Context: an optimization exercise on an open-source flow, tuned for small area, a short achievable clock period and few clock cycles per item. The choices shown serve that exercise and are no tape-out recipe. At most, simulation tests tie the RTL to the original design; equivalence was not proved. For run 4, only the layout was checked, not whether the RTL still works. The clock port is modelled as an ideal driver; clocking choices that lean on that would not hold on a real chip.

==> flow/design.v <==
package aes_encr_pkg;
  localparam int NUM_ROUNDS = 10;
  function automatic logic [7:0] xtime(input logic [7:0] b);
    xtime = {b[6:0], 1'b0} ^ (b[7] ? 8'h1b : 8'h00);
  endfunction
  function automatic logic [7:0] sbox(input logic [7:0] x);
    logic U0, U1, U2, U3, U4, U5, U6, U7, T1, T2, T3, T4, T5, T6, T7, T8, T9, T10, T11, T12, T13, T14, T15, T16, T17, T18, T19, T20, T21, T22, T23, T24, T25, T26, T27, M1, M2, M3, M4, M5, M6, M7, M8, M9, M10, M11, M12, M13, M14, M15, M16, M17, M18, M19, M20, M21, M22, M23, M24, M25, M26, M27, M28, M29, M30, M31, M32, M33, M34, M35, M36, M37, M38, M39, M40, M41, M42, M43, M44, M45, M46, M47, M48, M49, M50, M51, M52, M53, M54, M55, M56, M57, M58, M59, M60, M61, M62, M63, L0, L1, L2, L3, L4, L5, L6, L7, L8, L9, L10, L11, L12, L13, L14, L15, L16, L17, L18, L19, L20, L21, L22, L23, L24, L25, L26, L27, L28, L29, S0, S1, S2, S3, S4, S5, S6, S7;
    {U0, U1, U2, U3, U4, U5, U6, U7} = x;
    T1 = U0 ^ U3;
    T2 = U0 ^ U5;
    T3 = U0 ^ U6;
    T4 = U3 ^ U5;
    T5 = U4 ^ U6;
    T6 = T1 ^ T5;
    T7 = U1 ^ U2;
    T8 = U7 ^ T6;
    T9 = U7 ^ T7;
    T10 = T6 ^ T7;
    T11 = U1 ^ U5;
    T12 = U2 ^ U5;
    T13 = T3 ^ T4;
    T14 = T6 ^ T11;
    T15 = T5 ^ T11;
    T16 = T5 ^ T12;
    T17 = T9 ^ T16;
    T18 = U3 ^ U7;
    T19 = T7 ^ T18;
    T20 = T1 ^ T19;
    T21 = U6 ^ U7;
    T22 = T7 ^ T21;
    T23 = T2 ^ T22;
    T24 = T2 ^ T10;
    T25 = T20 ^ T17;
    T26 = T3 ^ T16;
    T27 = T1 ^ T12;
    M1 = T13 & T6;
    M2 = T23 & T8;
    M3 = T14 ^ M1;
    M4 = T19 & U7;
    M5 = M4 ^ M1;
    M6 = T3 & T16;
    M7 = T22 & T9;
    M8 = T26 ^ M6;
    M9 = T20 & T17;
    M10 = M9 ^ M6;
    M11 = T1 & T15;
    M12 = T4 & T27;
    M13 = M12 ^ M11;
    M14 = T2 & T10;
    M15 = M14 ^ M11;
    M16 = M3 ^ M2;
    M17 = M5 ^ T24;
    M18 = M8 ^ M7;
    M19 = M10 ^ M15;
    M20 = M16 ^ M13;
    M21 = M17 ^ M15;
    M22 = M18 ^ M13;
    M23 = M19 ^ T25;
    M24 = M22 ^ M23;
    M25 = M22 & M20;
    M26 = M21 ^ M25;
    M27 = M20 ^ M21;
    M28 = M23 ^ M25;
    M29 = M28 & M27;
    M30 = M26 & M24;
    M31 = M20 & M23;
    M32 = M27 & M31;
    M33 = M27 ^ M25;
    M34 = M21 & M22;
    M35 = M24 & M34;
    M36 = M24 ^ M25;
    M37 = M21 ^ M29;
    M38 = M32 ^ M33;
    M39 = M23 ^ M30;
    M40 = M35 ^ M36;
    M41 = M38 ^ M40;
    M42 = M37 ^ M39;
    M43 = M37 ^ M38;
    M44 = M39 ^ M40;
    M45 = M42 ^ M41;
    M46 = M44 & T6;
    M47 = M40 & T8;
    M48 = M39 & U7;
    M49 = M43 & T16;
    M50 = M38 & T9;
    M51 = M37 & T17;
    M52 = M42 & T15;
    M53 = M45 & T27;
    M54 = M41 & T10;
    M55 = M44 & T13;
    M56 = M40 & T23;
    M57 = M39 & T19;
    M58 = M43 & T3;
    M59 = M38 & T22;
    M60 = M37 & T20;
    M61 = M42 & T1;
    M62 = M45 & T4;
    M63 = M41 & T2;
    L0 = M61 ^ M62;
    L1 = M50 ^ M56;
    L2 = M46 ^ M48;
    L3 = M47 ^ M55;
    L4 = M54 ^ M58;
    L5 = M49 ^ M61;
    L6 = M62 ^ L5;
    L7 = M46 ^ L3;
    L8 = M51 ^ M59;
    L9 = M52 ^ M53;
    L10 = M53 ^ L4;
    L11 = M60 ^ L2;
    L12 = M48 ^ M51;
    L13 = M50 ^ L0;
    L14 = M52 ^ M61;
    L15 = M55 ^ L1;
    L16 = M56 ^ L0;
    L17 = M57 ^ L1;
    L18 = M58 ^ L8;
    L19 = M63 ^ L4;
    L20 = L0 ^ L1;
    L21 = L1 ^ L7;
    L22 = L3 ^ L12;
    L23 = L18 ^ L2;
    L24 = L15 ^ L9;
    L25 = L6 ^ L10;
    L26 = L7 ^ L9;
    L27 = L8 ^ L10;
    L28 = L11 ^ L14;
    L29 = L11 ^ L17;
    S0 = L6 ^ L24;
    S1 = ~(L16 ^ L26);
    S2 = ~(L19 ^ L28);
    S3 = L6 ^ L21;
    S4 = L20 ^ L22;
    S5 = L25 ^ L29;
    S6 = ~(L13 ^ L27);
    S7 = ~(L6 ^ L23);
    sbox = {S0, S1, S2, S3, S4, S5, S6, S7};
  endfunction
  function automatic logic [7:0] rcon_of(input logic [3:0] rnd);
    case (rnd)
      4'd1:    rcon_of = 8'h01;
      4'd2:    rcon_of = 8'h02;
      4'd3:    rcon_of = 8'h04;
      4'd4:    rcon_of = 8'h08;
      4'd5:    rcon_of = 8'h10;
      4'd6:    rcon_of = 8'h20;
      4'd7:    rcon_of = 8'h40;
      4'd8:    rcon_of = 8'h80;
      4'd9:    rcon_of = 8'h1b;
      4'd10:   rcon_of = 8'h36;
      default: rcon_of = 8'h00;
    endcase
  endfunction
  function automatic logic [31:0] sub_rot_word(input logic [31:0] w);
    sub_rot_word = {sbox(w[23:16]), sbox(w[15:8]), sbox(w[7:0]), sbox(w[31:24])};
  endfunction
  function automatic logic [127:0] sub_bytes(input logic [127:0] s);
    logic [127:0] o;
    for (int i = 0; i < 16; i++) o[127-8*i -: 8] = sbox(s[127-8*i -: 8]);
    sub_bytes = o;
  endfunction
  function automatic logic [127:0] shift_rows(input logic [127:0] s);
    logic [127:0] o;
    for (int c = 0; c < 4; c++)
      for (int r = 0; r < 4; r++)
        o[127-8*(r+4*c) -: 8] = s[127-8*(r+4*((c+r)%4)) -: 8];
    shift_rows = o;
  endfunction
  function automatic logic [127:0] mix_columns(input logic [127:0] s);
    logic [127:0] o;
    logic [7:0] a0, a1, a2, a3, d0, d1, d2, d3;
    for (int c = 0; c < 4; c++) begin
      a0 = s[127-32*c -: 8];
      a1 = s[119-32*c -: 8];
      a2 = s[111-32*c -: 8];
      a3 = s[103-32*c -: 8];
      d0 = a0 ^ a1;
      d1 = a1 ^ a2;
      d2 = a2 ^ a3;
      d3 = a3 ^ a0;
      o[127-32*c -: 8] = xtime(d0) ^ a1 ^ d2;
      o[119-32*c -: 8] = xtime(d1) ^ a2 ^ d3;
      o[111-32*c -: 8] = xtime(d2) ^ a3 ^ d0;
      o[103-32*c -: 8] = xtime(d3) ^ a0 ^ d1;
    end
    mix_columns = o;
  endfunction
endpackage
module aes128_key_expand_step
(
  input  logic [127:0] rk,
  input  logic [31:0]  temp,
  output logic [127:0] rk_next
);
  logic [31:0] w0, w1, w2, w3;
  logic [31:0] n0, n1, n2, n3;
  always_comb begin
    w0   = rk[127:96];
    w1   = rk[95:64];
    w2   = rk[63:32];
    w3   = rk[31:0];
    n0   = w0 ^ temp;
    n1   = w1 ^ n0;
    n2   = w2 ^ n1;
    n3   = w3 ^ n2;
    rk_next = {n0, n1, n2, n3};
  end
endmodule
module aes128_encr_round_ctrl
#(
  parameter int NUM_ROUNDS = 10,
  parameter int RCNT_W     = 4
) (
  input  logic              clk,
  input  logic              rst,
  input  logic              in_valid,
  output logic              in_ready,
  input  logic [127:0]      plaintext,
  input  logic [127:0]      key,
  output logic              out_valid,
  input  logic              out_ready,
  output logic [127:0]      ciphertext
);
  if (NUM_ROUNDS != 10) begin : g_bad_rounds
    $error("aes128_encr_round_ctrl: NUM_ROUNDS must be 10 for AES-128");
  end
  if ((1 << RCNT_W) <= NUM_ROUNDS) begin : g_bad_rcnt_w
    $error("aes128_encr_round_ctrl: RCNT_W too narrow for NUM_ROUNDS");
  end
  localparam logic [7:0] RC_LAST = 8'h36;   
  logic [127:0]      st_reg, k_reg, m_reg, km_reg, out_reg;
  logic [127:0]      rk_m, m_next;
  logic [31:0]       t_reg, t_next;
  logic [7:0]        s_rc, m_rc;
  logic              s_vld, m_vld, m_last, m_cont, ov_q, ir_q;
  logic              nov_q, nir_q;   
  logic              stall, fin, acc;
  logic [7:0]        s_rc_d, m_rc_d;
  logic [127:0]      k_d;
  logic              s_vld_d, m_vld_d, m_last_d, m_cont_d, ov_d, stall_d, ir_d;
  assign t_next = aes_encr_pkg::sub_rot_word(k_reg[31:0]);
  assign m_next = aes_encr_pkg::shift_rows(aes_encr_pkg::sub_bytes(st_reg));
  aes128_key_expand_step u_key_expand (
    .rk      (km_reg),
    .temp    (t_reg ^ {m_rc, 24'h000000}),
    .rk_next (rk_m)
  );
  assign stall = m_vld & m_last & ~nov_q;
  assign fin   = m_vld & m_last & nov_q;
  assign acc   = in_valid & ~nir_q;
  assign k_d = m_cont ? rk_m : key;
  always_comb begin
    if (stall) begin
      m_vld_d  = m_vld;
      m_rc_d   = m_rc;
      m_last_d = m_last;
      m_cont_d = m_cont;
      s_vld_d  = s_vld;
      s_rc_d   = s_rc;
    end else begin
      m_vld_d  = s_vld;
      m_rc_d   = s_rc;
      m_last_d = (s_rc == RC_LAST);
      m_cont_d = s_vld & (s_rc != RC_LAST);
      if (m_cont) begin
        s_vld_d = 1'b1;
        s_rc_d  = aes_encr_pkg::xtime(m_rc);
      end else begin
        s_vld_d = acc;
        s_rc_d  = 8'h01;
      end
    end
    ov_d    = fin | (~nov_q & ~out_ready);
    stall_d = m_vld_d & m_last_d & ov_d;
    ir_d    = ~m_cont_d & ~stall_d & ~(s_vld_d & (s_rc_d == 8'h01));
  end
  always_ff @(posedge clk) begin
    if (rst) begin
      s_vld  <= 1'b0;
      m_vld  <= 1'b0;
      m_last <= 1'b0;
      m_cont <= 1'b0;
      ov_q   <= 1'b0;
      nov_q  <= 1'b1;
      ir_q   <= 1'b1;
      nir_q  <= 1'b0;
    end else begin
      s_vld  <= s_vld_d;
      m_vld  <= m_vld_d;
      m_last <= m_last_d;
      m_cont <= m_cont_d;
      ov_q   <= ov_d;
      nov_q  <= ~ov_d;
      ir_q   <= ir_d;
      nir_q  <= ~ir_d;
    end
  end
  always_ff @(posedge clk) begin
    s_rc <= s_rc_d;
    m_rc <= m_rc_d;
  end
  always_ff @(posedge clk) begin
    if (!stall) begin
      m_reg  <= m_next;
      km_reg <= k_reg;
      t_reg  <= t_next;
      k_reg  <= k_d;
      st_reg <= (m_cont ? aes_encr_pkg::mix_columns(m_reg) : plaintext) ^ k_d;
    end
    if (fin) out_reg <= m_reg ^ rk_m;
  end
  assign in_ready   = ir_q;
  assign out_valid  = ov_q;
  assign ciphertext = out_reg;
endmodule
==> flow/flow/run.sh <==
#!/bin/bash
# Standard ORFS layout, except:
#  - synthesis maps the logic with an area-oriented ABC script (flow/abc.script)
#    instead of ORFS's abc_speed.script; registers are mapped before ABC runs, so
#    they are the standard synthesis's;
#  - ports are buffered with buf_1 (outputs: buf_2) instead of the resizer's default choice
#    (clkdlybuf4s50_1, a delay cell);
#  - timing repair aims at the extra setup margin in flow/setup_margin.txt, if any;
#  - after global placement, the flip-flops that drive output ports are moved next
#    to their port buffers (flow/place_io_flops.tcl);
#  - before CTS, the registers that capture the S-box stage (m_reg, t_reg) get a
#    clock net of their own (flow/clock_split.tcl), so that CTS gives them leaf
#    buffers of their own;
#  - after CTS, the clk port drives four root clock buffers, each driving a quarter
#    of the leaf clock buffers directly, in place of CTS's upper tree; the S-box
#    stage's leaves get their clock through one clock delay cell per root: useful
#    skew between internal registers only (flow/clock_top.tcl).
set -euo pipefail
W=$PWD
export FLOW_ABC_SCRIPT=$W/flow/abc.script
sed 's|log_cmd abc {\*}$abc_args|log_cmd abc -script $::env(FLOW_ABC_SCRIPT) {*}[lrange $abc_args 2 end]|' \
  "$FLOW_HOME/scripts/synth.tcl" > "$W/synth_core.tcl"
grep -q FLOW_ABC_SCRIPT "$W/synth_core.tcl"
sed "s|source \$::env(SCRIPTS_DIR)/synth.tcl|source $W/synth_core.tcl|" synth_recipe.tcl > "$W/synth_abc.tcl"
grep -q synth_core.tcl "$W/synth_abc.tcl"
bash standard.sh synth SYNTH_SCRIPT="$W/synth_abc.tcl" > "$W/synth.log" 2>&1
EXTRA=(BUFFER_PORTS_ARGS="-buffer_cell sky130_fd_sc_hd__buf_1" CTS_CLUSTER_SIZE=25 CTS_CLUSTER_DIAMETER=100 CORE_UTILIZATION=50 PLACE_DENSITY=0.7 POST_GLOBAL_PLACE_TCL="$W/flow/place_io_flops.tcl" PRE_CTS_TCL="$W/flow/clock_split.tcl" POST_CTS_TCL="$W/flow/clock_top.tcl")
if [[ -s flow/setup_margin.txt ]]; then
  EXTRA+=(SETUP_SLACK_MARGIN="$(cat flow/setup_margin.txt)")
fi
bash standard.sh finish "${EXTRA[@]}" > "$W/layout.log" 2>&1
==> flow/flow/abc.script <==
&get -n; &st; &synch2; &nf -R 1000; &put
==> flow/flow/clock_split.tcl <==
# Before CTS: the registers that capture the S-box stage (m_reg, t_reg) get a clock net
# of their own, behind one buffer, so that CTS clusters them into leaf buffers of their
# own. (After CTS, clock_top.tcl gives these leaves their clock through a delay cell.)
set block [ord::get_db_block]
set clknet [[$block findBTerm clk] getNet]
set m [[ord::get_db] findMaster sky130_fd_sc_hd__clkbuf_16]
set b [odb::dbInst_create $block $m "mskew_root"]
set net [odb::dbNet_create $block "clk_stage1"]
$net setSigType CLOCK
set sx 0; set sy 0; set n 0
foreach inst [$block getInsts] {
  if {![regexp {^(m_reg|t_reg)\\?\[} [$inst getName]]} { continue }
  set it [$inst findITerm CLK]
  $it disconnect
  $it connect $net
  set l [$inst getLocation]
  set sx [expr {$sx + [lindex $l 0]}]; set sy [expr {$sy + [lindex $l 1]}]; incr n
}
$b setLocation [expr {int($sx / $n)}] [expr {int($sy / $n)}]
$b setPlacementStatus PLACED
[$b findITerm A] connect $clknet
[$b findITerm X] connect $net
puts "split: $n stage-1 registers on clk_stage1"
==> flow/flow/clock_top.tcl <==
# After CTS: flatten the top of the clock tree. The clk port drives four root clock
# buffers, one per quadrant of the leaf clock buffers. Each root drives the leaf
# buffers of its quadrant directly, except the leaves of the S-box-stage registers
# (clk_stage1's tree), which it drives through one clock delay cell: useful skew
# between internal registers only. CTS's upper buffers and their dummy loads go.
set block [ord::get_db_block]
set portnet [[$block findBTerm clk] getNet]
set rootm [[ord::get_db] findMaster sky130_fd_sc_hd__clkbuf_16]
set dlym [[ord::get_db] findMaster sky130_fd_sc_hd__clkdlybuf4s25_2]
set leaves {}
set uppers {}
set front [list $portnet]
while {[llength $front]} {
  set next {}
  foreach net $front {
    foreach it [$net getITerms] {
      if {![$it isInputSignal]} { continue }
      set inst [$it getInst]
      if {[[$inst getMaster] isSequential]} { continue }
      set o [$inst getFirstOutput]
      if {$o eq "NULL" || [$o getNet] eq "NULL"} { continue }
      set out [$o getNet]
      set isleaf 0
      foreach it2 [$out getITerms] {
        if {[[[$it2 getInst] getMaster] isSequential]} { set isleaf 1 }
      }
      if {$isleaf} { lappend leaves $inst } else { lappend uppers $inst; lappend next $out }
    }
  }
  set front $next
}
puts "clock_top: [llength $leaves] leaf buffers, [llength $uppers] upper buffers"
set xs {}; set ys {}
foreach l $leaves { set p [$l getLocation]; lappend xs [lindex $p 0]; lappend ys [lindex $p 1] }
set mx [lindex [lsort -integer $xs] [expr {[llength $xs] / 2}]]
set my [lindex [lsort -integer $ys] [expr {[llength $ys] / 2}]]
array unset fgroups
array set fgroups {}
foreach l $leaves {
  set stage1 0
  foreach it2 [[[$l getFirstOutput] getNet] getITerms] {
    if {[regexp {^(m_reg|t_reg)\\?\[} [[$it2 getInst] getName]]} { set stage1 1 }
  }
  set p [$l getLocation]
  lappend fgroups("[expr {[lindex $p 0] >= $mx}][expr {[lindex $p 1] >= $my}]") [list $l $stage1]
}
foreach l $leaves { [$l findITerm A] disconnect }
set upnets {}
foreach u $uppers {
  lappend upnets [[$u getFirstOutput] getNet]
  odb::dbInst_destroy $u
}
foreach out $upnets {
  foreach it [$out getITerms] {
    set inst [$it getInst]
    set o [$inst getFirstOutput]
    if {$o eq "NULL" || [$o getNet] eq "NULL"} { odb::dbInst_destroy $inst }
  }
  if {[llength [$out getITerms]] != 0 || [llength [$out getBTerms]] != 0} {
    error "clock_top: net [$out getName] still has loads"
  }
  odb::dbNet_destroy $out
}
set i 0
foreach q [lsort [array names fgroups]] {
  set sx 0; set sy 0; set n 0; set dx 0; set dy 0; set nd 0
  foreach e $fgroups($q) {
    lassign $e l s1
    set p [$l getLocation]
    set sx [expr {$sx + [lindex $p 0]}]; set sy [expr {$sy + [lindex $p 1]}]; incr n
    if {$s1} { set dx [expr {$dx + [lindex $p 0]}]; set dy [expr {$dy + [lindex $p 1]}]; incr nd }
  }
  set r [odb::dbInst_create $block $rootm "clkroot_$i"]
  $r setLocation [expr {int($sx / $n)}] [expr {int($sy / $n)}]
  $r setPlacementStatus PLACED
  set net [odb::dbNet_create $block "clknet_root_$i"]
  $net setSigType CLOCK
  [$r findITerm A] connect $portnet
  [$r findITerm X] connect $net
  if {$nd} {
    set d [odb::dbInst_create $block $dlym "clkskew_$i"]
    $d setLocation [expr {int($dx / $nd)}] [expr {int($dy / $nd)}]
    $d setPlacementStatus PLACED
    set dnet [odb::dbNet_create $block "clknet_skew_$i"]
    $dnet setSigType CLOCK
    [$d findITerm A] connect $net
    [$d findITerm X] connect $dnet
  }
  foreach e $fgroups($q) {
    lassign $e l s1
    [$l findITerm A] connect [expr {$s1 ? $dnet : $net}]
  }
  puts "clock_top: root $i drives [expr {$n - $nd}] leaves and $nd stage-1 leaves through [$dlym getName]"
  incr i
}
detailed_placement
==> flow/flow/place_io_flops.tcl <==
# After global placement: make each output port's buffer a buf_2, move it to its pin
# and move the flip-flop that drives it onto it, so that both sit next to the pin.
# Detailed placement then legalizes them.
set block [ord::get_db_block]
set core [$block getCoreArea]
set moved 0
foreach bterm [$block getBTerms] {
  if {[$bterm getIoType] ne "OUTPUT"} { continue }
  set net [$bterm getNet]
  if {$net eq "NULL"} { continue }
  set buf ""
  foreach it [$net getITerms] {
    if {[$it isOutputSignal]} { set buf [$it getInst] }
  }
  if {$buf eq ""} { continue }
  set ff ""
  foreach it [$buf getITerms] {
    if {![$it isInputSignal]} { continue }
    set in_net [$it getNet]
    if {$in_net eq "NULL"} { continue }
    foreach it2 [$in_net getITerms] {
      if {[$it2 isOutputSignal]} { set ff [$it2 getInst] }
    }
  }
  if {$ff eq ""} { continue }
  if {![[$ff getMaster] isSequential]} { continue }
  replace_cell [$buf getName] sky130_fd_sc_hd__buf_2
  set pb [$bterm getBBox]
  set x [expr {min(max(([$pb xMin] + [$pb xMax]) / 2, [$core xMin]), [$core xMax] - 5000)}]
  set y [expr {min(max(([$pb yMin] + [$pb yMax]) / 2, [$core yMin]), [$core yMax] - 5000)}]
  $buf setLocation $x $y
  $ff setLocation $x $y
  incr moved
}
puts "place_io_flops: moved $moved output flip-flops next to their port buffers"
==> flow/standard.sh <==
#!/bin/bash
# synth_recipe.tcl (not shown) runs the flow's synth.tcl, then flattens the netlist and writes it again
# the make line also repeats each setting of config.mk as NAME=value (left out here)
make -C /OpenROAD-flow-scripts/flow DESIGN_CONFIG=/design/flow/config.mk WORK_HOME=/design/flow/orfs CLKGATE_MAP_FILE= SYNTH_SCRIPT=/design/flow/synth_recipe.tcl "${@:-finish}"
==> flow/config.mk <==
export PLATFORM = sky130hd
export DESIGN_NAME = aes128_encr_round_ctrl
export DESIGN_NICKNAME = aes128_encr_round_ctrl
export VERILOG_FILES = /design/flow/design.v
export SDC_FILE = /design/flow/constraint.sdc
export NUM_CORES = 8
export LEC_CHECK = 0
export CAP_MARGIN = 20
export CORE_MARGIN = 2
export CORE_UTILIZATION = 30
export SLEW_MARGIN = 20
==> flow/constraint.sdc <==
create_clock -name core_clock -period 20.0 [get_ports {clk}]
set_input_delay 4.0000 -clock core_clock [delete_from_list [all_inputs] [get_ports {clk}]]
set_output_delay 4.0000 -clock core_clock [all_outputs]
set_load 0.01 [all_outputs]
==> impl_metrics.py, run 1 <==
metrics = {
    "synthesis": {
        "ys_types": 32,
        "synth_seq_cells": 696,
        "synth.most_common_cell": "xnor2_1",
        "synth_top_area_frac": 0.420,
        "yosysWarnings": 2,
        "yosys.area.top_type": "edfxtp_1",
        "ys_seq_area_frac": 0.427,
        "synth_common_cells": "xnor2_1, edfxtp_1, xor2_1",
        "ys.flop_type": "edfxtp_1",
        "syn_inst": 4396,
        "synth_area_sq_um": 48600,
        "synth_edf_count": 680,
        "avgSynthCellArea_sq_um": 11.1,
        "syn_nets": 4696,
        "synthTopCellsByArea": "edfxtp_1, xnor2_1, xor2_1",
        "synthArstFlopShare": 0,
    },
    "sta": {
        "setup_tns_ns": 0,
        "max_slew_margin": 0.166,
        "fmax_ghz": 0.201,
        "final-setup-viol-count": 0,
        "worstMarginPinSlew_ns": 1.24,
        "post-route-period-util": 0.249,
        "clock_skew_ns": 0.528,
        "rsz0062_at_grt": "no",
        "finalHoldViolCount": 0,
        "finalMaxSlewViolations": 0,
        "fin_crit_ns": 4.99,
    },
    "placement": {
        "port_buffers": 389,
        "dp_hpwl_microns": 113000,
        "placed_area_sq_um": 52000,
    },
    "global_routing": {
        "track_usage": 0.279,
        "grt_pass1_vias": 31700,
        "grt_max_degree": 175,
        "grt_pass1_wl_microns": 205000,
        "antenna_found_initial": 6,
        "globalRouteOverflowTotal": 0,
    },
    "clocking": {
        "clk_pin_slew_worst_paths_ns": 0.10,
        "insertion_delay_ns": 0.90,
        "cts_tree": "yes",
    },
    "setup_path": {
        "crit_path_cell_trace": "buf_2",
        "slowest_delay_ns": 0.42,
        "cp-end-kind": "output pin",
        "cp_slowest_cell": "edfxtp_1",
        "crit_fanout": 1,
        "crit_path_start_kind": "flip-flop",
        "worstSetupPathType": "flip-flop to output pin",
        "cp.arrival_ns": 0.99,
        "crit_buf_inv": 1,
        "critical_path_required_ns": 16.00,
        "crit_family": "flip-flops",
    },
    "finish": {
        "syn_to_final_growth_pct": 10.3,
        "n_fill_cell": 8404,
        "fin_area_sq_um": 53600,
        "drive_gt1_frac": 0.0476,
        "nNetsFinal": 5157,
    },
    "route": {
        "drc_errors": 0,
        "final_antenna_net_count": 0,
        "drt-total-wl_microns": 142000,
        "viasPerCell": 5.24,
        "wl_per_cell_microns": 23.0,
        "drtIter0Drc": 2828,
        "first_pass_iters": 5,
        "num_vias": 32300,
    },
    "floorplan": {
        "dieHeight_microns": 316,
        "num_rows": 114,
        "fp.coreArea_sq_um": 96600,
        "die_area_sq_um": 99700,
        "start_util": 0.503,
        "num_io_pins": 390,
        "die_w_microns": 316,
    },
    "hold_path": {
        "hp-class": "flip-flop to flip-flop",
    },
    "run_status": {
        "run_status": "timing/DRC/antenna clean",
    },
    "flow_run": {
        "cap_viol_max_count": 0,
    },
}
## worst reg2reg max path, delay by kind of cell (launching register included)
| family | cells | cell delay, ns |
|---|---|---|
| simple gates | 2 | 0.39 |
| mux | 1 | 0.11 |
| compound gates | 1 | 0.48 |
| xor+xnor | 12 | 3.23 |
| flops | 1 | 0.49 |
| buf+inv | 1 | 0.10 |
| fa+ha+maj | 1 | 0.31 |
## routing by layer
layer / vias to the layer above / track usage / share of wire
met5: - / 0 / 0.00030
met4: 8 / 0.0998 / 0.040
met3: 188 / 0.0326 / 0.062
met2: 1085 / 0.445 / 0.46
met1: 15600 / 0.394 / 0.44
li1: 15400 / - / -
## cell usage in the layout, fill, tap and decap left out, types with 16 or more instances in the layout
cell type / instances
a21oi_1: 180
a22o_1: 16
buf_1: 259
buf_2: 130
buf_4: 16
clkbuf_16: 48
clkinv_1: 57
edfxtp_1: 680
ha_1: 40
mux2_1: 23
mux2i_1: 136
nand2_1: 296
nand2b_1: 23
nor2_1: 420
nor2b_1: 53
xnor2_1: 1746
xor2_1: 618
## cell families (layout without fill, tap and decap cells)
family,count (synthesis),after routing,share of synthesized area
and+or+nand+nor,817,817,0.0680
muxes,159,159,0.0333
xor gates and xnor gates,2366,2366,0.427
other,0,1,0
adders and majority gates,40,40,0.0103
DFF,696,696,0.427
AOI/OAI and AO/OA,260,260,0.0304
buffers and inverters,58,554,0.00448
## path summary, 6_finish.rpt
path	start	endpoint	slack (ns)	cells past startpoint
hold / removal	k_reg[108]	km_reg[108]	0.40	0
setup reg to reg	st_reg[57]	m_reg[58]	15.16	18
setup / recovery	out_reg[9]	ciphertext[9]	15.01	1
hold reg to reg	k_reg[108]	km_reg[108]	0.40	0
## stage by stage
| step | std cells | setup WS [ns] | util | hold slack [ns] |
|---|---|---|---|---|
| global route | 6169 | 14.70 | 0.556 | 0.416 |
| finish | 6169 | 15.01 | 0.556 | 0.401 |
| detailed placement | 6079 | 14.79 | 0.539 | 0.405 |
| floorplan | 4396 | 4.28 | - | 0.400 |
| global placement | 6079 | 14.80 | 0.537 | 0.400 |
## final cells by class, clock buffers not listed
class	count	area [sq um]	area share
multi-input combinational	3642	27700	0.516
sequential	696	20700	0.387
timing repair buffer	407	1780	0.0332
tap	1276	1600	0.0298
clock inverter	29	352	0.00655
inverter	58	225	0.00420
buffer	8	140	0.00261
antenna	1	2.50	0.0000466
Testbench counts, summed over its fixed seeds: cycles 3,880, items 384.
==> run 2: changes to the inputs <==
--- a/flow/design.v
+++ b/flow/design.v
@@ -189,7 +189,6 @@
 module aes128_key_expand_step
 (
   input  logic [127:0] rk,
-  input  logic [31:0]  temp,
   output logic [127:0] rk_next
 );
   logic [31:0] w0, w1, w2, w3;
@@ -199,7 +198,7 @@
     w1   = rk[95:64];
     w2   = rk[63:32];
     w3   = rk[31:0];
-    n0   = w0 ^ temp;
+    n0   = w0;
     n1   = w1 ^ n0;
     n2   = w2 ^ n1;
     n3   = w3 ^ n2;
@@ -230,7 +229,7 @@
   localparam logic [7:0] RC_LAST = 8'h36;   
   logic [127:0]      st_reg, k_reg, m_reg, km_reg, out_reg;
   logic [127:0]      rk_m, m_next;
-  logic [31:0]       t_reg, t_next;
+  logic [31:0]       w0_next;
   logic [7:0]        s_rc, m_rc;
   logic              s_vld, m_vld, m_last, m_cont, ov_q, ir_q;
   logic              nov_q, nir_q;   
@@ -238,11 +237,10 @@
   logic [7:0]        s_rc_d, m_rc_d;
   logic [127:0]      k_d;
   logic              s_vld_d, m_vld_d, m_last_d, m_cont_d, ov_d, stall_d, ir_d;
-  assign t_next = aes_encr_pkg::sub_rot_word(k_reg[31:0]);
+  assign w0_next = k_reg[127:96] ^ {s_rc, 24'h000000} ^ aes_encr_pkg::sub_rot_word(k_reg[31:0]);
   assign m_next = aes_encr_pkg::shift_rows(aes_encr_pkg::sub_bytes(st_reg));
   aes128_key_expand_step u_key_expand (
     .rk      (km_reg),
-    .temp    (t_reg ^ {m_rc, 24'h000000}),
     .rk_next (rk_m)
   );
   assign stall = m_vld & m_last & ~nov_q;
@@ -302,8 +300,7 @@
   always_ff @(posedge clk) begin
     if (!stall) begin
       m_reg  <= m_next;
-      km_reg <= k_reg;
-      t_reg  <= t_next;
+      km_reg <= {w0_next, k_reg[95:0]};
       k_reg  <= k_d;
       st_reg <= (m_cont ? aes_encr_pkg::mix_columns(m_reg) : plaintext) ^ k_d;
     end
==> flow/flow/run.sh (replaced) <==
#!/bin/bash
# Standard ORFS layout, except:
#  - synthesis maps the logic with an area-oriented ABC script (flow/abc.script)
#    instead of ORFS's abc_speed.script; registers are mapped before ABC runs, so
#    they are the standard synthesis's;
#  - ports are buffered with buf_1 (outputs: buf_2) instead of the resizer's default choice
#    (clkdlybuf4s50_1, a delay cell);
#  - timing repair aims at the extra setup margin in flow/setup_margin.txt, if any;
#  - after global placement, the flip-flops that drive output ports are moved next
#    to their port buffers (flow/place_io_flops.tcl);
#  - before CTS, the registers that capture the S-box stage (m_reg, km_reg[127:96])
#    are taken off the clock net (flow/clock_detach.tcl), so that CTS builds its
#    tree for the other registers;
#  - after CTS, the clk port drives four root clock buffers, each driving a quarter
#    of the leaf clock buffers directly, in place of CTS's upper tree
#    (flow/clock_top.tcl); the S-box-stage registers get leaf buffers of their own,
#    fed from the roots through one clock delay cell per root: useful skew between
#    internal registers only (flow/clock_stage1.tcl).
set -euo pipefail
W=$PWD
export FLOW_ABC_SCRIPT=$W/flow/abc.script
sed 's|log_cmd abc {\*}$abc_args|log_cmd abc -script $::env(FLOW_ABC_SCRIPT) {*}[lrange $abc_args 2 end]|' \
  "$FLOW_HOME/scripts/synth.tcl" > "$W/synth_core.tcl"
grep -q FLOW_ABC_SCRIPT "$W/synth_core.tcl"
sed "s|source \$::env(SCRIPTS_DIR)/synth.tcl|source $W/synth_core.tcl|" synth_recipe.tcl > "$W/synth_abc.tcl"
grep -q synth_core.tcl "$W/synth_abc.tcl"
bash standard.sh synth SYNTH_SCRIPT="$W/synth_abc.tcl" > "$W/synth.log" 2>&1
EXTRA=(BUFFER_PORTS_ARGS="-buffer_cell sky130_fd_sc_hd__buf_1" CTS_CLUSTER_SIZE=25 CTS_CLUSTER_DIAMETER=100 CORE_UTILIZATION=65 PLACE_DENSITY=0.8 POST_GLOBAL_PLACE_TCL="$W/flow/place_io_flops.tcl" PRE_CTS_TCL="$W/flow/clock_detach.tcl" POST_CTS_TCL="$W/flow/post_cts.tcl")
if [[ -s flow/setup_margin.txt ]]; then
  EXTRA+=(SETUP_SLACK_MARGIN="$(cat flow/setup_margin.txt)")
fi
bash standard.sh finish "${EXTRA[@]}" > "$W/layout.log" 2>&1
==> flow/flow/clock_detach.tcl (new file) <==
# Before CTS: take the clock pins of the registers that capture the S-box stage
# (m_reg, km_reg[127:96]) off the clock net, so that CTS builds its tree for the
# other registers only; clock_stage1.tcl clocks them after CTS.
proc stage1_kind {nm} {
  if {[regexp {^m_reg\\?\[} $nm]} { return m }
  if {[regexp {^km_reg\\?\[([0-9]+)\\?\]} $nm -> bit] && $bit >= 96} { return k }
  return ""
}
set n 0
foreach inst [[ord::get_db_block] getInsts] {
  if {[stage1_kind [$inst getName]] eq ""} { continue }
  [$inst findITerm CLK] disconnect
  incr n
}
puts "clock_detach: $n S-box-stage registers taken off the clock net for CTS"
==> flow/flow/clock_stage1.tcl (new file) <==
# After CTS and clock_top.tcl: clock the registers that capture the S-box stage
# (m_reg, km_reg[127:96]) through leaf clock buffers of their own (groups of at most
# 20 registers, split by position), fed from the nearest root clock buffer through
# one clock delay cell per root and kind: useful skew between internal registers only.
# m_reg gets the longer delay; km_reg[127:96] the shorter one, as its first word also
# has short paths from k_reg.
proc stage1_kind {nm} {
  if {[regexp {^m_reg\\?\[} $nm]} { return m }
  if {[regexp {^km_reg\\?\[([0-9]+)\\?\]} $nm -> bit] && $bit >= 96} { return k }
  return ""
}
proc s1_split {insts maxg} {
  if {[llength $insts] <= $maxg} { return [list $insts] }
  set xs {}; set ys {}
  foreach i $insts { set l [$i getLocation]; lappend xs [lindex $l 0]; lappend ys [lindex $l 1] }
  set xs [lsort -integer $xs]; set ys [lsort -integer $ys]
  set dim [expr {([lindex $xs end] - [lindex $xs 0]) >= ([lindex $ys end] - [lindex $ys 0]) ? 0 : 1}]
  set sorted [lsort -command [list s1_cmp $dim] $insts]
  set h [expr {[llength $sorted] / 2}]
  return [concat [s1_split [lrange $sorted 0 [expr {$h - 1}]] $maxg] [s1_split [lrange $sorted $h end] $maxg]]
}
proc s1_cmp {dim a b} {
  return [expr {[lindex [$a getLocation] $dim] - [lindex [$b getLocation] $dim]}]
}
proc s1_centroid {insts} {
  set sx 0; set sy 0
  foreach i $insts { set l [$i getLocation]; set sx [expr {$sx + [lindex $l 0]}]; set sy [expr {$sy + [lindex $l 1]}] }
  set n [llength $insts]
  return [list [expr {int($sx / $n)}] [expr {int($sy / $n)}]]
}
set block [ord::get_db_block]
set leafm [[ord::get_db] findMaster sky130_fd_sc_hd__clkbuf_16]
set dlym(m) [[ord::get_db] findMaster sky130_fd_sc_hd__clkdlybuf4s50_2]
set dlym(k) [[ord::get_db] findMaster sky130_fd_sc_hd__clkdlybuf4s25_2]
set maxg 20
set roots {}
foreach inst [$block getInsts] { if {[string match "clkroot_*" [$inst getName]]} { lappend roots $inst } }
array unset s1
array set s1 {m {} k {}}
foreach inst [$block getInsts] {
  set k [stage1_kind [$inst getName]]
  if {$k ne ""} { lappend s1($k) $inst }
}
set nl 0
foreach kind {m k} {
  array unset byroot
  foreach grp [s1_split $s1($kind) $maxg] {
    lassign [s1_centroid $grp] cx cy
    set leaf [odb::dbInst_create $block $leafm "clkbuf_s1${kind}_$nl"]
    $leaf setLocation $cx $cy
    $leaf setPlacementStatus PLACED
    set net [odb::dbNet_create $block "clknet_s1${kind}_$nl"]
    $net setSigType CLOCK
    [$leaf findITerm X] connect $net
    foreach i $grp { [$i findITerm CLK] connect $net }
    incr nl
    # nearest root
    set best ""; set bd 0
    foreach r $roots {
      set rl [$r getLocation]
      set d [expr {abs([lindex $rl 0] - $cx) + abs([lindex $rl 1] - $cy)}]
      if {$best eq "" || $d < $bd} { set best $r; set bd $d }
    }
    lappend byroot([$best getName]) $leaf
  }
  foreach rname [array names byroot] {
    set r [$block findInst $rname]
    set leaves $byroot($rname)
    lassign [s1_centroid $leaves] dx dy
    set d [odb::dbInst_create $block $dlym($kind) "clkskew_${kind}_$rname"]
    $d setLocation $dx $dy
    $d setPlacementStatus PLACED
    set dnet [odb::dbNet_create $block "clknet_skew_${kind}_$rname"]
    $dnet setSigType CLOCK
    [$d findITerm A] connect [[$r findITerm X] getNet]
    [$d findITerm X] connect $dnet
    foreach l $leaves { [$l findITerm A] connect $dnet }
    puts "clock_stage1: $rname -> [$dlym($kind) getName] -> [llength $leaves] $kind leaves"
  }
}
detailed_placement
==> flow/flow/clock_top.tcl (replaced) <==
# Flatten the top of the clock tree: after CTS, the clk port drives four root clock
# buffers (one per quadrant of the leaf buffers), and each root drives the leaf clock
# buffers of its quadrant directly. The tree's upper buffers are removed.
set block [ord::get_db_block]
set portnet [[$block findBTerm clk] getNet]
set rootm [[ord::get_db] findMaster sky130_fd_sc_hd__clkbuf_16]
# clock buffers reachable from the port
set leaves {}
set uppers {}
set front [list $portnet]
while {[llength $front]} {
  set next {}
  foreach net $front {
    foreach it [$net getITerms] {
      if {![$it isInputSignal] && [[$it getMTerm] getName] ne "A"} { continue }
      set inst [$it getInst]
      set m [[$inst getMaster] getName]
      if {![string match "sky130_fd_sc_hd__clkbuf_*" $m]} { continue }
      set out [[$inst findITerm X] getNet]
      if {$out eq "NULL"} { continue }
      set isleaf 0
      foreach it2 [$out getITerms] {
        if {[[[$it2 getInst] getMaster] isSequential]} { set isleaf 1 }
      }
      if {$isleaf} { lappend leaves $inst } else { lappend uppers $inst; lappend next $out }
    }
  }
  set front $next
}
puts "flat: [llength $leaves] leaf buffers, [llength $uppers] upper buffers"
# median split into quadrants
set xs {}; set ys {}
foreach l $leaves { set p [$l getLocation]; lappend xs [lindex $p 0]; lappend ys [lindex $p 1] }
set mx [lindex [lsort -integer $xs] [expr {[llength $xs] / 2}]]
set my [lindex [lsort -integer $ys] [expr {[llength $ys] / 2}]]
array unset fgroups
array set fgroups {}
foreach l $leaves {
  set p [$l getLocation]
  lappend fgroups("[expr {[lindex $p 0] >= $mx}][expr {[lindex $p 1] >= $my}]") $l
}
# detach everything from the old upper tree
foreach l $leaves { [$l findITerm A] disconnect }
set upnets {}
foreach u $uppers {
  lappend upnets [[$u findITerm X] getNet]
  odb::dbInst_destroy $u
}
foreach out $upnets {
  # CTS's dummy loads (clock buffers with no output net) on the removed nets go too
  foreach it [$out getITerms] {
    set inst [$it getInst]
    set o [$inst getFirstOutput]
    if {$o eq "NULL" || [$o getNet] eq "NULL"} { odb::dbInst_destroy $inst }
  }
  if {[llength [$out getITerms]] != 0 || [llength [$out getBTerms]] != 0} {
    error "clock_top: net [$out getName] still has loads"
  }
  odb::dbNet_destroy $out
}
set i 0
foreach q [lsort [array names fgroups]] {
  set ls $fgroups($q)
  set sx 0; set sy 0
  foreach l $ls { set p [$l getLocation]; set sx [expr {$sx + [lindex $p 0]}]; set sy [expr {$sy + [lindex $p 1]}] }
  set n [llength $ls]
  set r [odb::dbInst_create $block $rootm "clkroot_$i"]
  $r setLocation [expr {int($sx / $n)}] [expr {int($sy / $n)}]
  $r setPlacementStatus PLACED
  set net [odb::dbNet_create $block "clknet_root_$i"]
  $net setSigType CLOCK
  [$r findITerm A] connect $portnet
  [$r findITerm X] connect $net
  foreach l $ls { [$l findITerm A] connect $net }
  puts "flat: root $i drives $n leaf buffers"
  incr i
}
detailed_placement
==> flow/flow/post_cts.tcl (new file) <==
# After CTS: flatten the top of the clock tree, then clock the S-box-stage registers.
set post_cts_dir [file dirname [info script]]
source $post_cts_dir/clock_top.tcl
source $post_cts_dir/clock_stage1.tcl
removed: flow/flow/clock_split.tcl
==> run 2 against run 1 <==
Still clean on timing, DRC and antenna. Utilization grew 16 points. Via count increased by 0.84%. Routed wire length is 5.6% lower. Cell count fell by 6.4%. Hold slack worse by 0.083 ns. Die area fell by 24%. Synthesized cell count fell by 1.2%. Area after synthesis is 1.8% lower. Global-route usage rose by 7.0 points. Worst setup slack better by 0.019 ns. Critical endpoint is now ciphertext[123].
==> impl_metrics.py, run 2 <==
metrics = {
    "floorplan": {
        "dieHeight_microns": 275,
        "die_w_microns": 275,
        "num_io_pins": 390,
        "num_rows": 99,
        "start_util": 0.655,
        "fp.coreArea_sq_um": 72800,
        "die_area_sq_um": 75600,
    },
    "sta": {
        "max_slew_margin": 0.123,
        "worstMarginPinSlew_ns": 1.31,
        "fin_crit_ns": 4.97,
        "rsz0062_at_grt": "no",
        "clock_skew_ns": 0.724,
        "final-setup-viol-count": 0,
        "post-route-period-util": 0.248,
        "fmax_ghz": 0.201,
        "setup_slack_ns": 15.03,
        "setup_tns_ns": 0,
        "finalHoldViolCount": 0,
        "finalMaxSlewViolations": 0,
    },
    "placement": {
        "port_buffers": 389,
        "pre_cts_slack_ns": 14.80,
        "dp_hpwl_microns": 107000,
    },
    "synthesis": {
        "synth_common_cells": "xnor2_1, edfxtp_1, xor2_1",
        "synthArstFlopShare": 0,
        "ys_seq_area_frac": 0.414,
        "synth_edf_count": 648,
        "yosys.area.top_type": "edfxtp_1",
        "avgSynthCellArea_sq_um": 11.0,
        "synth_area_sq_um": 47700,
        "synth.most_common_cell": "xnor2_1",
        "syn_nets": 4642,
        "synth_seq_cells": 664,
        "syn_inst": 4342,
        "synth_top_area_frac": 0.408,
        "synthTopCellsByArea": "edfxtp_1, xnor2_1, xor2_1",
        "ys_types": 35,
        "ys.flop_type": "edfxtp_1",
        "yosysWarnings": 2,
    },
    "setup_path": {
        "crit_path_cell_trace": "buf_2",
        "r2r_setup_slack_ns": 15.07,
        "crit_buf_inv": 1,
        "critical_path_required_ns": 16.00,
        "cp.arrival_ns": 0.97,
        "cp-end-kind": "output pin",
        "cp-startpoint": "out_reg[123]",
        "cp-endpoint": "ciphertext[123]",
        "worst-path-stages": 1,
        "crit_family": "flip-flops",
        "cp_slowest_cell": "edfxtp_1",
        "r2r_end": "km_reg[100]",
        "worstSetupPathType": "flip-flop to output pin",
        "crit_fanout": 1,
        "slowest_delay_ns": 0.40,
        "worstRegToRegCells": 17,
        "regToRegStartpoint": "k_reg[31]",
        "crit_path_start_kind": "flip-flop",
    },
    "route": {
        "drtIter0Drc": 2990,
        "first_pass_iters": 6,
        "num_vias": 32600,
        "drc_errors": 0,
        "wl_per_cell_microns": 23.2,
        "drt-total-wl_microns": 134000,
        "viasPerCell": 5.64,
        "final_antenna_net_count": 0,
    },
    "global_routing": {
        "grt_pass1_wl_microns": 195000,
        "use_met2": 0.547,
        "busiest_layer": "met2",
        "grt_max_degree": 169,
        "antenna_found_initial": 5,
        "grt_pass1_vias": 31700,
        "use_met1": 0.485,
        "grt_use_met3": 0.0445,
        "track_usage": 0.349,
        "globalRouteOverflowTotal": 0,
    },
    "finish": {
        "nNetsFinal": 5097,
        "syn_to_final_growth_pct": 8.98,
        "antenna_cells": 0,
        "drive_gt1_frac": 0.0442,
        "final_cell_mix": "xnor2_1, edfxtp_1, xor2_1",
        "final_core_util": 0.714,
        "layout_commonest_cell": "xnor2_1",
        "n_fill_cell": 5487,
    },
    "clocking": {
        "clk_pin_slew_worst_paths_ns": 0.11,
        "insertion_delay_ns": 1.08,
        "cts_tree": "yes",
    },
    "hold_path": {
        "hp-class": "flip-flop to flip-flop",
    },
    "run_status": {
        "run_status": "timing/DRC/antenna clean",
    },
    "flow_run": {
        "cap_viol_max_count": 0,
    },
}
run 2: changes by cell type after synthesis, moves of 22 or more:
cell,change
xor2_1,+22
mux2_1,+23
a21oi_1,-27
xnor2_1,-27
edfxtp_1,-32
nor2_1,-25
run 2: area by class of cell, clock buffers not listed:
cell class                      instances  area (sq um)  share of cell area
Multi-Input combinational cell       3622         27800               0.534
Clock inverter                         14           183             0.00351
Timing Repair Buffer                  408          1780              0.0342
Tap cell                              959          1200              0.0231
Buffer                                 19           405             0.00779
Sequential cell                       664         19800               0.380
Inverter                               56           218             0.00419
run 2: metrics by stage:
| stage | area (sq um) | cells | hold WS [ns] |
|---|---|---|---|
| 5_1_grt | 52000 | 5773 | 0.378 |
| 3_5_place_dp | 50700 | 5709 | 0.405 |
| 3_3_place_gp | 50600 | 5709 | 0.400 |
| 2_1_floorplan | 47700 | 4342 | 0.400 |
| 6_report | 52000 | 5773 | 0.318 |
run 2: cells by family (layout without fill, tap and decap cells):
group / count (synthesis) / count (layout) / synth area share
DFF: 664 / 664 / 0.414
and+or+nand+nor: 815 / 815 / 0.0701
xor gates and xnor gates: 2364 / 2364 / 0.435
AOI/OAI and AO/OA: 223 / 223 / 0.0263
adders and majority gates: 40 / 40 / 0.0105
muxes: 180 / 180 / 0.0390
buffers and inverters: 56 / 528 / 0.00440
run 2: metal layers:
layer  wire length (microns)  up-vias
met2                   60300     1367
met4                    6980        2
met1                   56400    15800
li1                        -    15200
met3                   10200      218
met5                      12        -
run 2: how the worst min path moves through the flow:
stage / start / end / slack (ns) / depth (start not counted)
floorplan: k_reg[32] / km_reg[32] / 0.40 / 0
finish: st_reg[57] / m_reg[57] / 0.32 / 3
global route: st_reg[57] / m_reg[57] / 0.38 / 3
global placement: k_reg[63] / km_reg[63] / 0.40 / 0
detailed placement: k_reg[42] / km_reg[42] / 0.40 / 0
run 2: worst min-delay path, stage by stage (launching register included):
cell and delay [ns]:
edfxtp_1 0.51, nand2_1 0.12, xnor2_1 0.08, xnor2_1 0.13
Testbench counts of run 2, summed over its fixed seeds: cycles 3,880, items 384.
==> run 3: changes to the inputs <==
--- a/flow/flow/clock_stage1.tcl
+++ b/flow/flow/clock_stage1.tcl
@@ -31,7 +31,7 @@
 set block [ord::get_db_block]
 set leafm [[ord::get_db] findMaster sky130_fd_sc_hd__clkbuf_16]
 set dlym(m) [[ord::get_db] findMaster sky130_fd_sc_hd__clkdlybuf4s50_2]
-set dlym(k) [[ord::get_db] findMaster sky130_fd_sc_hd__clkdlybuf4s25_2]
+set dlym(k) [[ord::get_db] findMaster sky130_fd_sc_hd__clkdlybuf4s25_1]
 set maxg 20
 set roots {}
 foreach inst [$block getInsts] { if {[string match "clkroot_*" [$inst getName]]} { lappend roots $inst } }
==> run 3 against run 2 <==
Critical endpoint unchanged. Clock skew decreased by 0.0011 ns. Fmax about the same. Global-route usage unchanged. Still clean. Critical path type unchanged. Utilization is the same. Highest routed layer unchanged.
==> impl_metrics.py, run 3 <==
metrics = {
    "setup_path": {
        "r2r_end": "km_reg[100]",
        "regToRegStartpoint": "k_reg[31]",
        "cp_slowest_cell": "edfxtp_1",
        "cp.arrival_ns": 0.97,
        "crit_buf_inv": 1,
        "slowest_delay_ns": 0.40,
        "crit_path_start_kind": "flip-flop",
        "cp-endpoint": "ciphertext[123]",
        "critical_path_required_ns": 16.00,
        "crit_fanout": 1,
        "cp-startpoint": "out_reg[123]",
        "worstRegToRegCells": 17,
        "crit_family": "flip-flops",
        "worst-path-stages": 1,
        "worstSetupPathType": "flip-flop to output pin",
        "crit_path_cell_trace": "buf_2",
        "r2r_setup_slack_ns": 15.20,
        "cp-end-kind": "output pin",
    },
    "floorplan": {
        "die_w_microns": 275,
        "num_io_pins": 390,
        "dieHeight_microns": 275,
        "num_rows": 99,
        "start_util": 0.655,
        "die_area_sq_um": 75600,
        "fp.coreArea_sq_um": 72800,
    },
    "synthesis": {
        "synth_area_sq_um": 47700,
        "ys_seq_area_frac": 0.414,
        "synthTopCellsByArea": "edfxtp_1, xnor2_1, xor2_1",
        "avgSynthCellArea_sq_um": 11.0,
        "synth_top_area_frac": 0.408,
        "yosys.area.top_type": "edfxtp_1",
        "ys_types": 35,
        "synthArstFlopShare": 0,
        "synth_top_family_by_area": "XOR/XNOR gates",
        "synth_edf_count": 648,
        "synth.area.mux_share": 0.0390,
        "syn_nets": 4642,
        "synth_compound_area_frac": 0.0263,
        "synth_common_cells": "xnor2_1, edfxtp_1, xor2_1",
        "ys.flop_type": "edfxtp_1",
        "synth_xor_area_frac": 0.435,
        "syn_inst": 4342,
        "yosys.area_share.simple": 0.0701,
        "synth_seq_cells": 664,
        "yosysWarnings": 2,
        "synth_adder_area_share": 0.0105,
        "synth.most_common_cell": "xnor2_1",
    },
    "route": {
        "viasPerCell": 5.64,
        "final_antenna_net_count": 0,
        "drt-total-wl_microns": 134000,
        "drtIter0Drc": 2986,
        "wl_per_cell_microns": 23.2,
        "drc_errors": 0,
        "first_pass_iters": 6,
        "num_vias": 32600,
    },
    "sta": {
        "finalHoldViolCount": 0,
        "worstMarginPinSlew_ns": 1.31,
        "max_slew_margin": 0.123,
        "fin_crit_ns": 4.97,
        "rsz0062_at_grt": "no",
        "fmax_ghz": 0.201,
        "final-setup-viol-count": 0,
        "post-route-period-util": 0.248,
        "whs_ns": 0.219,
        "setup_tns_ns": 0,
        "clock_skew_ns": 0.723,
        "finalMaxSlewViolations": 0,
    },
    "global_routing": {
        "grt_pass1_vias": 31700,
        "grt_pass1_wl_microns": 195000,
        "globalRouteOverflowTotal": 0,
        "track_usage": 0.349,
        "grt_max_degree": 169,
        "antenna_found_initial": 5,
    },
    "finish": {
        "multi_input_area_sq_um": 27800,
        "layout_commonest_cell": "xnor2_1",
        "nNetsFinal": 5097,
        "antenna_cells": 0,
        "final_cell_mix": "xnor2_1, edfxtp_1, xor2_1",
        "final_core_util": 0.714,
        "drive_gt1_frac": 0.0440,
        "syn_to_final_growth_pct": 8.98,
        "seq_area_sq_um": 19800,
        "n_fill_cell": 5487,
    },
    "clocking": {
        "cts_tree": "yes",
        "clk_pin_slew_worst_paths_ns": 0.11,
        "insertion_delay_ns": 1.08,
    },
    "run_status": {
        "run_status": "timing/DRC/antenna clean",
    },
    "placement": {
        "port_buffers": 389,
        "dp_hpwl_microns": 107000,
    },
    "hold_path": {
        "hp-class": "flip-flop to flip-flop",
    },
    "flow_run": {
        "cap_viol_max_count": 0,
    },
}
[run 3: cell types whose count changed in the layout (fill, tap and decap cells not counted)]
cell,previous run,this run
clkdlybuf4s25_1,0,1
clkdlybuf4s25_2,1,0
[run 3: stage by stage]
step           instance area [sq um]  cells  setup slack (ns)
6_report                       52000   5773             15.03
5_1_grt                        52000   5773             14.76
3_5_place_dp                   50700   5709             14.80
3_3_place_gp                   50600   5709             14.79
2_1_floorplan                  47700   4342              5.06
[run 3: layout make-up, clock buffers not listed]
type                            instances  area share
Timing Repair Buffer                  408      0.0342
Tap cell                              959      0.0231
Buffer                                 19     0.00779
Inverter                               56     0.00419
Clock inverter                         14     0.00351
Sequential cell                       664       0.380
Multi-Input combinational cell       3622       0.534
[run 3: worst min-delay path by stage]
| stage | to | from | slack, ns | cells past startpoint |
|---|---|---|---|---|
| 3_3_place_gp | km_reg[63] | k_reg[63] | 0.40 | 0 |
| 2_1_floorplan | km_reg[32] | k_reg[32] | 0.40 | 0 |
| 3_5_place_dp | km_reg[42] | k_reg[42] | 0.40 | 0 |
| 5_1_grt | km_reg[116] | k_reg[116] | 0.29 | 2 |
| 6_report | km_reg[116] | k_reg[116] | 0.22 | 2 |
[run 3: cells by family after synthesis]
group / Yosys count
flops: 664
buf+inv: 56
xor+xnor: 2364
mux: 180
compound gates: 223
fa+ha+maj: 40
simple gates: 815
[run 3: routing by layer]
layer / GRT usage / routed length (microns) / vias to the layer above
li1: - / - / 15200
met1: 0.485 / 56400 / 15800
met2: 0.547 / 60300 / 1364
met3: 0.0445 / 10200 / 215
met4: 0.163 / 6960 / 2
met5: 0 / 12 / -
==> run 4: changes to the inputs <==
--- a/flow/design.v
+++ b/flow/design.v
@@ -228,55 +228,61 @@
   end
   localparam logic [7:0] RC_LAST = 8'h36;   
   logic [127:0]      st_reg, k_reg, m_reg, km_reg, out_reg;
-  logic [127:0]      rk_m, m_next;
+  logic [127:0]      rk_m, m_next, out_d, k_d;
   logic [31:0]       w0_next;
   logic [7:0]        s_rc, m_rc;
-  logic              s_vld, m_vld, m_last, m_cont, ov_q, ir_q;
-  logic              nov_q, nir_q;   
-  logic              stall, fin, acc;
-  logic [7:0]        s_rc_d, m_rc_d;
-  logic [127:0]      k_d;
-  logic              s_vld_d, m_vld_d, m_last_d, m_cont_d, ov_d, stall_d, ir_d;
+  logic              s_vld, s_park, s_old;
+  logic              m_vld, m_park, m_old, m_wait, m_cont;
+  logic              ov_q, nov_q, ir_q, nir_q;   
+  logic              leave, park, acc;
+  logic [7:0]        s_rc_d;
+  logic              s_vld_d, s_park_d, s_old_d, m_old_d, m_wait_d, m_cont_d, ov_d, ir_d;
+  logic              leave_n, park_n;
   assign w0_next = k_reg[127:96] ^ {s_rc, 24'h000000} ^ aes_encr_pkg::sub_rot_word(k_reg[31:0]);
-  assign m_next = aes_encr_pkg::shift_rows(aes_encr_pkg::sub_bytes(st_reg));
+  assign m_next  = s_park ? st_reg : aes_encr_pkg::shift_rows(aes_encr_pkg::sub_bytes(st_reg));
   aes128_key_expand_step u_key_expand (
     .rk      (km_reg),
     .rk_next (rk_m)
   );
-  assign stall = m_vld & m_last & ~nov_q;
-  assign fin   = m_vld & m_last & nov_q;
+  assign out_d = m_reg ^ (rk_m & {128{~m_park}});
+  assign leave = m_wait & m_old & nov_q;
+  assign park  = m_wait & ~leave;
   assign acc   = in_valid & ~nir_q;
   assign k_d = m_cont ? rk_m : key;
   always_comb begin
-    if (stall) begin
-      m_vld_d  = m_vld;
-      m_rc_d   = m_rc;
-      m_last_d = m_last;
-      m_cont_d = m_cont;
-      s_vld_d  = s_vld;
-      s_rc_d   = s_rc;
+    if (m_cont) begin
+      s_vld_d  = 1'b1;
+      s_park_d = 1'b0;
+      s_old_d  = m_old;
+      s_rc_d   = aes_encr_pkg::xtime(m_rc);
+    end else if (park) begin
+      s_vld_d  = 1'b1;
+      s_park_d = 1'b1;
+      s_old_d  = m_old;
+      s_rc_d   = m_rc;
     end else begin
-      m_vld_d  = s_vld;
-      m_rc_d   = s_rc;
-      m_last_d = (s_rc == RC_LAST);
-      m_cont_d = s_vld & (s_rc != RC_LAST);
-      if (m_cont) begin
-        s_vld_d = 1'b1;
-        s_rc_d  = aes_encr_pkg::xtime(m_rc);
-      end else begin
-        s_vld_d = acc;
-        s_rc_d  = 8'h01;
-      end
+      s_vld_d  = acc;
+      s_park_d = 1'b0;
+      s_old_d  = ~s_vld;
+      s_rc_d   = 8'h01;
     end
-    ov_d    = fin | (~nov_q & ~out_ready);
-    stall_d = m_vld_d & m_last_d & ov_d;
-    ir_d    = ~m_cont_d & ~stall_d & ~(s_vld_d & (s_rc_d == 8'h01));
+    m_old_d  = s_old | leave;
+    m_wait_d = s_vld & (s_park | (s_rc == RC_LAST));
+    m_cont_d = s_vld & ~s_park & (s_rc != RC_LAST);
+    ov_d     = leave | (~nov_q & ~out_ready);
+    leave_n  = m_wait_d & m_old_d & ~ov_d;
+    park_n   = m_wait_d & ~leave_n;
+    ir_d     = ~m_cont_d & ~park_n & ~(s_vld_d & ~s_park_d & (s_rc_d == 8'h01));
   end
   always_ff @(posedge clk) begin
     if (rst) begin
       s_vld  <= 1'b0;
+      s_park <= 1'b0;
+      s_old  <= 1'b0;
       m_vld  <= 1'b0;
-      m_last <= 1'b0;
+      m_park <= 1'b0;
+      m_old  <= 1'b0;
+      m_wait <= 1'b0;
       m_cont <= 1'b0;
       ov_q   <= 1'b0;
       nov_q  <= 1'b1;
@@ -284,8 +290,12 @@
       nir_q  <= 1'b0;
     end else begin
       s_vld  <= s_vld_d;
-      m_vld  <= m_vld_d;
-      m_last <= m_last_d;
+      s_park <= s_park_d;
+      s_old  <= s_old_d;
+      m_vld  <= s_vld;
+      m_park <= s_park;
+      m_old  <= m_old_d;
+      m_wait <= m_wait_d;
       m_cont <= m_cont_d;
       ov_q   <= ov_d;
       nov_q  <= ~ov_d;
@@ -295,16 +305,14 @@
   end
   always_ff @(posedge clk) begin
     s_rc <= s_rc_d;
-    m_rc <= m_rc_d;
+    m_rc <= s_rc;
   end
   always_ff @(posedge clk) begin
-    if (!stall) begin
-      m_reg  <= m_next;
-      km_reg <= {w0_next, k_reg[95:0]};
-      k_reg  <= k_d;
-      st_reg <= (m_cont ? aes_encr_pkg::mix_columns(m_reg) : plaintext) ^ k_d;
-    end
-    if (fin) out_reg <= m_reg ^ rk_m;
+    m_reg  <= m_next;
+    km_reg <= {w0_next, k_reg[95:0]};
+    k_reg  <= k_d;
+    st_reg <= park ? out_d : ((m_cont ? aes_encr_pkg::mix_columns(m_reg) : plaintext) ^ k_d);
+    if (leave) out_reg <= out_d;
   end
   assign in_ready   = ir_q;
   assign out_valid  = ov_q;
==> run 4 against run 3 <==
Now fails the layout checks on hold timing. Via count increased by 11%. Register-to-register slack got worse by 0.28 ns. Die area decreased by 4.6%. Worst setup slack got worse by 0.11 ns. Hold slack got worse by 0.26 ns. Sequential share of layout area decreased by 8.9 points. Critical path type is now flip-flop to flip-flop. Utilization increased by 0.80 points. Synthesized cell count increased by 15%.
==> impl_metrics.py, run 4 <==
metrics = {
    "run_status": {
        "run_status": "finished with violations",
        "violations": "hold timing",
    },
    "placement": {
        "dp.cells": 6330,
        "dp_hpwl_microns": 114000,
        "port_buffers": 389,
    },
    "global_routing": {
        "grt_pass1_wl_microns": 209000,
        "track_usage": 0.388,
        "grt_max_degree": 148,
        "grt_pass1_vias": 34100,
        "antenna_found_initial": 6,
        "globalRouteOverflowTotal": 0,
    },
    "setup_path": {
        "r2r_setup_slack_ns": 14.92,
        "worstSetupPathType": "flip-flop to flip-flop",
        "crit_fanout": 8,
        "regToRegStartpoint": "k_reg[1]",
        "crit_path_start_kind": "flip-flop",
        "cp.arrival_ns": 5.73,
        "r2r_end": "km_reg[104]",
        "worstRegToRegCells": 17,
        "cp-end-kind": "flip-flop",
        "critical_path_required_ns": 20.65,
    },
    "synthesis": {
        "synth_edf_count": 128,
        "ys.flop_type": "dfxtp_1",
        "synth_seq_cells": 667,
        "yosysWarnings": 2,
        "syn_nets": 5285,
        "ys_seq_area_frac": 0.322,
        "yosys.area.top_type": "xnor2_1",
        "avgSynthCellArea_sq_um": 9.13,
        "synthArstFlopShare": 0,
        "synth.most_common_cell": "xnor2_1",
        "synth_area_sq_um": 45500,
        "ys_types": 38,
        "synth_top_area_frac": 0.291,
        "synthTopCellsByArea": "xnor2_1, dfxtp_1, xor2_1",
        "syn_inst": 4985,
        "synth_common_cells": "xnor2_1, xor2_1, nand2_1",
    },
    "finish": {
        "syn_to_final_growth_pct": 10.5,
        "n_fill_cell": 5554,
        "drive_gt1_frac": 0.0385,
        "stdcell_count": 6453,
        "final_cell_mix": "xnor2_1, xor2_1, nand2_1",
        "nNetsFinal": 5788,
        "layout_commonest_cell": "xnor2_1",
    },
    "hold_path": {
        "hold_path_end": "m_reg[79]",
        "hp-class": "flip-flop to flip-flop",
        "hold_path_depth": 2,
        "worstHoldStart": "st_reg[79]",
    },
    "clocking": {
        "insertion_delay_ns": 1.03,
        "cts_tree": "yes",
        "clk_pin_slew_worst_paths_ns": 0.09,
    },
    "route": {
        "drt-total-wl_microns": 144000,
        "drtIter0Drc": 3294,
        "num_vias": 36000,
        "drc_errors": 0,
        "viasPerCell": 5.58,
        "final_antenna_net_count": 0,
        "wl_per_cell_microns": 22.3,
        "wl_met3_microns": 12100,
        "top_layer": "met5",
        "wl_met1_microns": 59400,
        "first_pass_iters": 6,
        "wl_met2_microns": 64000,
    },
    "floorplan": {
        "start_util": 0.653,
        "dieHeight_microns": 269,
        "fp.coreArea_sq_um": 69700,
        "die_area_sq_um": 72100,
        "die_w_microns": 269,
        "num_io_pins": 390,
        "num_rows": 97,
    },
    "sta": {
        "final-setup-viol-count": 0,
        "clock_skew_ns": 0.659,
        "fmax_ghz": 0.197,
        "setup_tns_ns": 0,
        "rsz0062_at_grt": "no",
        "fin_crit_ns": 5.08,
        "max_slew_margin": 0.103,
        "finalMaxSlewViolations": 0,
        "post-route-period-util": 0.254,
        "finalHoldViolCount": 19,
        "whs_ns": -0.0411,
        "worstMarginPinSlew_ns": 1.34,
    },
    "flow_run": {
        "cap_viol_max_count": 0,
    },
}
run 4: layout make-up, clock buffers not listed:
| class | instances | area, sq um | share of cell area |
|---|---|---|---|
| multi-input combinational | 4266 | 30700 | 0.610 |
| antenna | 3 | 7.51 | 0.000149 |
| inverter | 52 | 200 | 0.00398 |
| tap | 940 | 1180 | 0.0234 |
| timing repair buffer | 455 | 2260 | 0.0448 |
| sequential | 667 | 14600 | 0.291 |
| buffer | 20 | 415 | 0.00826 |
| clock inverter | 13 | 199 | 0.00395 |
run 4: worst max path at each step:
stage	slack, ns	start	to
6_report	14.92	k_reg[1]	km_reg[104]
3_3_place_gp	14.57	st_reg[55]	m_reg[82]
5_1_grt	14.40	st_reg[55]	m_reg[82]
2_1_floorplan	9.71	m_cont	ir_q
3_5_place_dp	14.47	st_reg[55]	m_reg[82]
run 4: metal layers:
metal | GRT usage | vias to the layer above
met5 | 0 | -
met4 | 0.209 | 2
met3 | 0.0589 | 300
met2 | 0.614 | 1667
met1 | 0.510 | 17100
li1 | - | 17000
run 4: metrics by stage:
stage | setup slack [ns] | utilization | instance area, sq um
after floorplan | 9.71 | - | 45500
after global placement | 14.57 | 0.693 | 48300
after detailed placement | 14.47 | 0.696 | 48500
after global routing | 14.40 | 0.722 | 50300
final | 14.92 | 0.722 | 50300
run 4: cell families after synthesis:
kind of cell / count (synthesis) / synth area share
AO/OA/AOI/OAI: 449 / 0.0527
XOR/XNOR: 2374 / 0.458
adder cells (fa/ha/maj): 40 / 0.0110
buffers and inverters: 52 / 0.00429
flip-flops: 667 / 0.322
multiplexers: 190 / 0.0431
AND/OR/NAND/NOR: 1213 / 0.110
run 4: critical path: stages (launching register included):
cell and delay, ns:
dfxtp_1 0.45, xnor2_1 0.66, xor2_1 0.43, xnor2_1 0.17, ha_1 0.22, xnor2_1 0.28, xor2_1 0.14, xnor2_1 0.45
nor2b_1 0.13, mux2_1 0.31, a21oi_1 0.37, xnor2_1 0.20, xnor2_1 0.22, nand2_1 0.09, xnor2_1 0.36, xor2_1 0.18
xnor2_1 0.51, xnor2_1 0.17

[afterwards: timing with drivers on the ports]
In the flow no input, the clock included, has a driving cell. The finished layouts below were timed again as built, in two steps.
Step 1 assumes that a clkbuf_16 drives the clock port and a buf_2 every other input.
Step 2, shift: input delay + t, output delay - t, t = (earliest + latest rising clock arrival at the registers) / 2. This alone moves slack from input paths to output paths.
a / b / c = no drivers / after step 1 / after step 2; a / b = the first two.
run | shift t [ns] | setup slack, ns | worst hold slack (ns) | latest minus earliest clock arrival (ns) | worst data-port slew with drivers (ns)
run 1 | 0.781 | 15.013 / 14.871 / 14.566 | 0.401 / 0.401 / 0.401 | 0.531 / 0.531 | 0.12
run 2 | 0.861 | 15.032 / 14.892 / 14.476 | 0.318 / 0.318 / 0.318 | 0.725 / 0.725 | 0.07
run 3 | 0.861 | 15.033 / 14.893 / 14.475 | 0.219 / 0.219 / 0.219 | 0.724 / 0.724 | 0.07
run 4 | 0.843 | 14.921 / 14.879 / 14.413 | -0.041 / -0.040 / -0.040 | 0.673 / 0.672 | 0.11
In every run listed the clock reaches the registers at very different times; t lies between them, and the last value is a rough guide only. For run 3, which loses most, drivers alone change the setup slack by -0.140 ns; drivers and shift together by -0.558 ns.
